This is an optimization exercise on Yosys and OpenROAD, whose aim is small area and a short achievable clock period, not a production implementation.
In this exercise RTL edits were held to simulation tests only and were not proved equivalent to the original.
Power is estimated from default activity; no workload was simulated.

==> inputs of job 4829 <==
==> flow/design.v <==
module seccpu_port_timer #(
   parameter int WIDTH = 16
) (
   input  logic [WIDTH-1:0] count,
   input  logic             en,
   input  logic             ar,
   input  logic [WIDTH-1:0] load_value,
   input  logic             en_rise,
   input  logic             en_clear_wr,
   output logic [WIDTH-1:0] count_next,
   output logic             expire,
   output logic             en_auto_clear
);
   logic step, zero;
   assign step          = en && !en_clear_wr;
   assign zero          = (count == '0);
   assign expire        = step && zero;
   assign en_auto_clear = expire && !ar;
   always_comb begin
      count_next = count;
      if (en_rise)
         count_next = load_value;
      else if (step) begin
         if (zero) begin
            if (ar) count_next = load_value;
         end else begin
            count_next = count - 1'b1;
         end
      end
   end
endmodule
module seccpu_port_responder #(
   parameter int                    DATA_DEPTH = 9,
   parameter int                    DATA_WIDTH = 16,
   parameter int                    RAM_WORDS  = 256,
   parameter logic [DATA_WIDTH-1:0] ID_VALUE   = 16'h5EC1
) (
   input  logic                  clk,
   input  logic                  reset,
   input  logic [DATA_DEPTH-1:0] data_address,
   input  logic                  read_strobe,
   input  logic                  write_strobe,
   input  logic [DATA_WIDTH-1:0] data_wr,
   output logic [DATA_WIDTH-1:0] data_rd,
   output logic                  intr
);
   localparam int CTRL_EN  = 0;
   localparam int CTRL_AR  = 1;
   localparam int CTRL_TIE = 2;
   localparam int CTRL_BIE = 3;
   localparam int STAT_TEV  = 0;
   localparam int STAT_BERR = 1;
   logic        a_ram, a_per;
   logic        s_ctrl, s_tload, s_tcount, s_status, s_scratch, s_erraddr, s_id;
   logic        mapped, rd_ok, wr_ok, rd_ram, wr_ram, berr_set, ctrl_wr, status_wr;
   logic [15:0] hi_n, hi_wn, lo_n, lo_wn;
   logic        rd_per, rdo;
   assign a_ram = !data_address[8];
   assign a_per = (data_address[8:4] == 5'b11111) && !data_address[3];
   assign s_ctrl    = a_per && (data_address[2:0] == 3'd0);
   assign s_tload   = a_per && (data_address[2:0] == 3'd1);
   assign s_tcount  = a_per && (data_address[2:0] == 3'd2);
   assign s_status  = a_per && (data_address[2:0] == 3'd3);
   assign s_scratch = a_per && (data_address[2:0] == 3'd4);
   assign s_erraddr = a_per && (data_address[2:0] == 3'd5);
   assign s_id      = a_per && (data_address[2:0] == 3'd7);
   assign mapped    = a_ram || (a_per && (data_address[2:0] != 3'd6));
   assign rd_ok     = read_strobe && !write_strobe;
   assign wr_ok     = write_strobe && !read_strobe;
   assign rd_ram    = rd_ok && a_ram;
   assign wr_ram    = wr_ok && a_ram;
   assign berr_set  = (read_strobe || write_strobe) &&
                      (!mapped || (read_strobe && write_strobe));
   assign ctrl_wr   = wr_ok && s_ctrl;
   assign status_wr = wr_ok && s_status;
   logic [7:0] a_c;
   for (genvar i = 0; i < 8; i++) begin : g_lit
      sp_inv u_inv (.a(data_address[i]), .y(a_c[i]));
   end
   for (genvar i = 0; i < 16; i++) begin : g_pdec
      sp_nand4 u_hi (.a(i[3] ? data_address[7] : a_c[7]),
                     .b(i[2] ? data_address[6] : a_c[6]),
                     .c(i[1] ? data_address[5] : a_c[5]),
                     .d(i[0] ? data_address[4] : a_c[4]), .y(hi_n[i]));
      sp_nand4 u_lo (.a(i[3] ? data_address[3] : a_c[3]),
                     .b(i[2] ? data_address[2] : a_c[2]),
                     .c(i[1] ? data_address[1] : a_c[1]),
                     .d(i[0] ? data_address[0] : a_c[0]), .y(lo_n[i]));
   end
   always_comb begin
      for (int i = 0; i < 16; i++) begin
         hi_wn[i] = !(wr_ram && (data_address[7:4] == 4'(i)));
         lo_wn[i] = !(data_address[3:0] == 4'(i));
      end
   end
   logic [RAM_WORDS-1:0][DATA_WIDTH-1:0] mem;
   logic [RAM_WORDS-1:0]                 wl, we;
   for (genvar w = 0; w < RAM_WORDS; w++) begin : g_word
      sp_nor2 u_wl (.a(hi_n[w/16]),  .b(lo_n[w%16]), .y(wl[w]));
      sp_nor2 u_we (.a(hi_wn[w/16]), .b(lo_wn[w%16]), .y(we[w]));
      always_ff @(posedge clk) begin
         if (we[w]) mem[w] <= data_wr;
      end
   end
   logic                  en_rise, en_clear_wr, tev_set, en_auto_clear;
   logic [3:0]            ctrl_reg, ctrl_next;
   logic [1:0]            status_reg, status_next;
   logic [DATA_WIDTH-1:0] tload_reg, scratch_reg, erraddr_reg;
   logic [DATA_WIDTH-1:0] tcount_reg, tcount_next;
   logic [DATA_WIDTH-1:0] reg_rdata, rd_other, data_rd_reg, data_rd_next;
   logic                  intr_reg;
   assign en_rise     = ctrl_wr && data_wr[CTRL_EN] && !ctrl_reg[CTRL_EN];
   assign en_clear_wr = ctrl_wr && !data_wr[CTRL_EN];
   seccpu_port_timer #(.WIDTH(DATA_WIDTH)) u_timer (
      .count         (tcount_reg),
      .en            (ctrl_reg[CTRL_EN]),
      .ar            (ctrl_reg[CTRL_AR]),
      .load_value    (tload_reg),
      .en_rise       (en_rise),
      .en_clear_wr   (en_clear_wr),
      .count_next    (tcount_next),
      .expire        (tev_set),
      .en_auto_clear (en_auto_clear)
   );
   always_comb begin
      ctrl_next = ctrl_reg;
      if (ctrl_wr) ctrl_next = data_wr[3:0];
      else if (en_auto_clear) ctrl_next[CTRL_EN] = 1'b0;
      status_next = status_reg & ~(status_wr ? data_wr[1:0] : 2'b00);
      if (tev_set)  status_next[STAT_TEV]  = 1'b1;
      if (berr_set) status_next[STAT_BERR] = 1'b1;
   end
   assign reg_rdata = ({DATA_WIDTH{s_ctrl}}    & DATA_WIDTH'(ctrl_reg))   |
                      ({DATA_WIDTH{s_tload}}   & tload_reg)               |
                      ({DATA_WIDTH{s_tcount}}  & tcount_reg)              |
                      ({DATA_WIDTH{s_status}}  & DATA_WIDTH'(status_reg)) |
                      ({DATA_WIDTH{s_scratch}} & scratch_reg)             |
                      ({DATA_WIDTH{s_erraddr}} & erraddr_reg)             |
                      ({DATA_WIDTH{s_id}}      & ID_VALUE);
   assign rd_per   = rd_ok && !a_ram;
   assign rd_other = ({DATA_WIDTH{rd_per}} & reg_rdata) |
                     ({DATA_WIDTH{!rd_ok}} & data_rd_reg);
   assign rdo      = rd_ram;
   for (genvar b = 0; b < DATA_WIDTH; b++) begin : g_rd
      logic [RAM_WORDS-1:0] col;
      for (genvar w = 0; w < RAM_WORDS; w++) begin : g_col
         assign col[w] = mem[w][b];
      end
      sp_rdtree u_tree (.sel(wl), .dat(col), .other(rd_other[b]),
                        .en_n(!(rdo || rd_other[b])), .y(data_rd_next[b]));
   end
   always_ff @(posedge clk or posedge reset) begin
      if (reset) begin
         ctrl_reg    <= '0;
         tload_reg   <= '1;
         tcount_reg  <= '0;
         status_reg  <= '0;
         scratch_reg <= '0;
         erraddr_reg <= '0;
         data_rd_reg <= '0;
         intr_reg    <= 1'b0;
      end else begin
         ctrl_reg   <= ctrl_next;
         tcount_reg <= tcount_next;
         status_reg <= status_next;
         intr_reg   <= (status_reg[STAT_TEV]  & ctrl_reg[CTRL_TIE]) |
                       (status_reg[STAT_BERR] & ctrl_reg[CTRL_BIE]);
         if (wr_ok && s_tload)   tload_reg   <= data_wr;
         if (wr_ok && s_scratch) scratch_reg <= data_wr;
         if (berr_set && !status_reg[STAT_BERR])
            erraddr_reg <= DATA_WIDTH'(data_address);
         data_rd_reg <= data_rd_next;
      end
   end
   assign data_rd = data_rd_reg;
   assign intr    = intr_reg;
endmodule
module sp_rdtree (
   input  logic [255:0] sel,
   input  logic [255:0] dat,
   input  logic         other,
   input  logic         en_n,
   output logic         y
);
   logic [31:0] u;    
   logic [7:0]  v;    
   logic [1:0]  w;    
   for (genvar j = 0; j < 32; j++) begin : g_l1
      sp_grp8 u_g (.s(sel[8*j +: 8]), .d(dat[8*j +: 8]), .y(u[j]));
   end
   for (genvar i = 0; i < 8; i++) begin : g_l2
      sp_nor4 u_g (.a(u[4*i]), .b(u[4*i+1]), .c(u[4*i+2]), .d(u[4*i+3]),
                   .y(v[i]));
   end
   for (genvar h = 0; h < 2; h++) begin : g_l3
      sp_a41oi u_g (.a(v[4*h]), .b(v[4*h+1]), .c(v[4*h+2]), .d(v[4*h+3]),
                    .e(en_n), .y(w[h]));
   end
   sp_or3 u_l4 (.a(w[0]), .b(w[1]), .c(other), .y(y));
endmodule
module sp_grp8 (input logic [7:0] s, input logic [7:0] d, output logic y);
   assign y = |(s & d);
endmodule
module sp_inv (input logic a, output logic y);
   assign y = !a;
endmodule
module sp_nand4 (input logic a, b, c, d, output logic y);
   assign y = !(a && b && c && d);
endmodule
module sp_nor4 (input logic a, b, c, d, output logic y);
   assign y = !(a || b || c || d);
endmodule
module sp_a41oi (input logic a, b, c, d, e, output logic y);
   assign y = !((a && b && c && d) || e);
endmodule
module sp_nor2 (input logic a, b, output logic y);
   assign y = !(a || b);
endmodule
module sp_or3 (input logic a, b, c, output logic y);
   assign y = a || b || c;
endmodule
==> flow/run.sh <==
#!/bin/bash
# synth_recipe.tcl (not shown) runs the flow's synth.tcl, then flattens the netlist and writes it again
# the make line also repeats each setting of config.mk as NAME=value (left out here)
make -C /OpenROAD-flow-scripts/flow DESIGN_CONFIG=/design/flow/config.mk WORK_HOME=/design/flow/orfs CLKGATE_MAP_FILE= SYNTH_SCRIPT=/design/flow/synth_recipe.tcl finish
==> flow/config.mk <==
export PLATFORM = sky130hd
export DESIGN_NAME = seccpu_port_responder
export DESIGN_NICKNAME = seccpu_port_responder
export VERILOG_FILES = /design/flow/design.v
export SDC_FILE = /design/flow/constraint.sdc
export NUM_CORES = 4
export LEC_CHECK = 0
export CAP_MARGIN = 20
export CORE_MARGIN = 2
export CORE_UTILIZATION = 60
export CTS_CLUSTER_DIAMETER = 60
export CTS_CLUSTER_SIZE = 20
export PLACE_DENSITY = 0.7
export SETUP_SLACK_MARGIN = 3.2
export SLEW_MARGIN = 20
export SYNTH_HIERARCHICAL = 1
export SYNTH_MEMORY_MAX_BITS = 4096
export SYNTH_MINIMUM_KEEP_SIZE = 0
export TNS_END_PERCENT = 5
==> flow/constraint.sdc <==
create_clock -name core_clock -period 6.0 [get_ports {clk}]
set_input_delay 1.2000 -clock core_clock [delete_from_list [all_inputs] [get_ports {clk}]]
set_output_delay 1.2000 -clock core_clock [all_outputs]
set_load 0.01 [all_outputs]
==> job 3285: changes against job 4829 <==
--- a/flow/design.v
+++ b/flow/design.v
@@ -55,3 +55,3 @@
    logic        mapped, rd_ok, wr_ok, rd_ram, wr_ram, berr_set, ctrl_wr, status_wr;
-   logic [15:0] hi_n, hi_wn, lo_n, lo_wn;
+   logic [15:0] hi_n, hi_wn, lo_wn;
    logic        rd_per, rdo;
@@ -75,3 +75,4 @@
    assign status_wr = wr_ok && s_status;
-   logic [7:0] a_c;
+   logic [7:0]       a_c;
+   logic [3:0][15:0] lo_q_n;
    for (genvar i = 0; i < 8; i++) begin : g_lit
@@ -84,6 +85,9 @@
                      .d(i[0] ? data_address[4] : a_c[4]), .y(hi_n[i]));
-      sp_nand4 u_lo (.a(i[3] ? data_address[3] : a_c[3]),
-                     .b(i[2] ? data_address[2] : a_c[2]),
-                     .c(i[1] ? data_address[1] : a_c[1]),
-                     .d(i[0] ? data_address[0] : a_c[0]), .y(lo_n[i]));
+      for (genvar q = 0; q < 4; q++) begin : g_q
+         sp_nand4 u_lo (.a(i[3] ? data_address[3] : a_c[3]),
+                        .b(i[2] ? data_address[2] : a_c[2]),
+                        .c(i[1] ? data_address[1] : a_c[1]),
+                        .d(i[0] ? data_address[0] : a_c[0]),
+                        .y(lo_q_n[q][i]));
+      end
    end
@@ -98,3 +102,3 @@
    for (genvar w = 0; w < RAM_WORDS; w++) begin : g_word
-      sp_nor2 u_wl (.a(hi_n[w/16]),  .b(lo_n[w%16]), .y(wl[w]));
+      sp_nor2 u_wl (.a(hi_n[w/16]),  .b(lo_q_n[w/64][w%16]), .y(wl[w]));
       sp_nor2 u_we (.a(hi_wn[w/16]), .b(lo_wn[w%16]), .y(we[w]));
@@ -187,2 +191,3 @@
    logic [1:0]  w;    
+   logic        x_n;  
    for (genvar j = 0; j < 32; j++) begin : g_l1
@@ -195,6 +200,7 @@
    for (genvar h = 0; h < 2; h++) begin : g_l3
-      sp_a41oi u_g (.a(v[4*h]), .b(v[4*h+1]), .c(v[4*h+2]), .d(v[4*h+3]),
-                    .e(en_n), .y(w[h]));
-   end
-   sp_or3 u_l4 (.a(w[0]), .b(w[1]), .c(other), .y(y));
+      sp_nand4 u_g (.a(v[4*h]), .b(v[4*h+1]), .c(v[4*h+2]), .d(v[4*h+3]),
+                    .y(w[h]));
+   end
+   sp_nor2    u_l4 (.a(w[0]), .b(w[1]), .y(x_n));
+   sp_o21bai  u_l5 (.a1(x_n), .a2(en_n), .b1_n(other), .y(y));
 endmodule
@@ -212,4 +218,4 @@
 endmodule
-module sp_a41oi (input logic a, b, c, d, e, output logic y);
-   assign y = !((a && b && c && d) || e);
+module sp_o21bai (input logic a1, a2, b1_n, output logic y);
+   assign y = !((a1 || a2) && !b1_n);
 endmodule
@@ -218,4 +224 @@
 endmodule
-module sp_or3 (input logic a, b, c, output logic y);
-   assign y = a || b || c;
-endmodule
==> comparison table <==
	job 3285	job 4829
Outcome	timing/DRC/antenna clean	timing/DRC/antenna clean
Met2 WL post-DR	206000 µm	206000 µm
Proportion of cell area occupied by multi-input gates	16.1%	16.2%
Synth Area in Adders	0.0166%	0.0166%
Number of clock buffers in the layout	307	324
Clk buf depth	4	3
Logic depth of the worst path, buffers included	15	12
Mean number of vias per cell	7.11	7.11
Switching share of power	20.7%	21.1%
Clk pwr share	34.9%	32.9%
Core occupancy in the finished layout	69.7%	69.7%
Switching Power	10900 µW	10800 µW
Worst hold-check slack	0.509 ns	0.505 ns
Sequential area share after synthesis	82.8%	82.8%
Growth of design area from synthesis to finish	15.8%	15.7%
GR met2 Demand/Resource	52.3%	51.9%
Violation count after the first detailed-route iteration	15022	15304
Termination of the worst setup path	data_rd_reg[14]	data_rd_reg[0]
Buf/Inv on CP	7	5
Number of levels the H-tree was split into	5	4
Final worst clock skew	0.0408 ns	0.0317 ns
Final HPWL from detailed placement	269000 µm	278000 µm
Met1 Resource Use GR	48.4%	48.6%

==> what the ideal ports hide <==
The flow's constraints put no driver on any port. The routed layouts listed below were extracted and timed again, unchanged, in two steps.
Step 1 sets driving cells, clkbuf_16 on the clock port and buf_2 on the other inputs (assumed; they add their load-dependent delay and slew).
Step 2 moves the port delays by t, midway between the first and last clock arrival at a register: inputs arrive t later, outputs are due t later. That takes back most of the time a late clock gives input paths.
Slacks: ideal / step 1 / step 2; pairs: ideal / step 1.
run | shift t [ns] | slack for setup (ns) | worst slew at a driven data input, ns | cell pins on the clock port's net
job 4829 | 1.011 | 2.444 / 2.287 / 1.276 | 0.26 | 1
job 3285 | 1.038 | 2.324 / 2.306 / 1.267 | 0.18 | 1
After both steps setup and hold are still met in every run listed. For job 4829, which loses most, drivers alone change the setup slack by -0.157 ns; drivers and shift together by -1.168 ns.
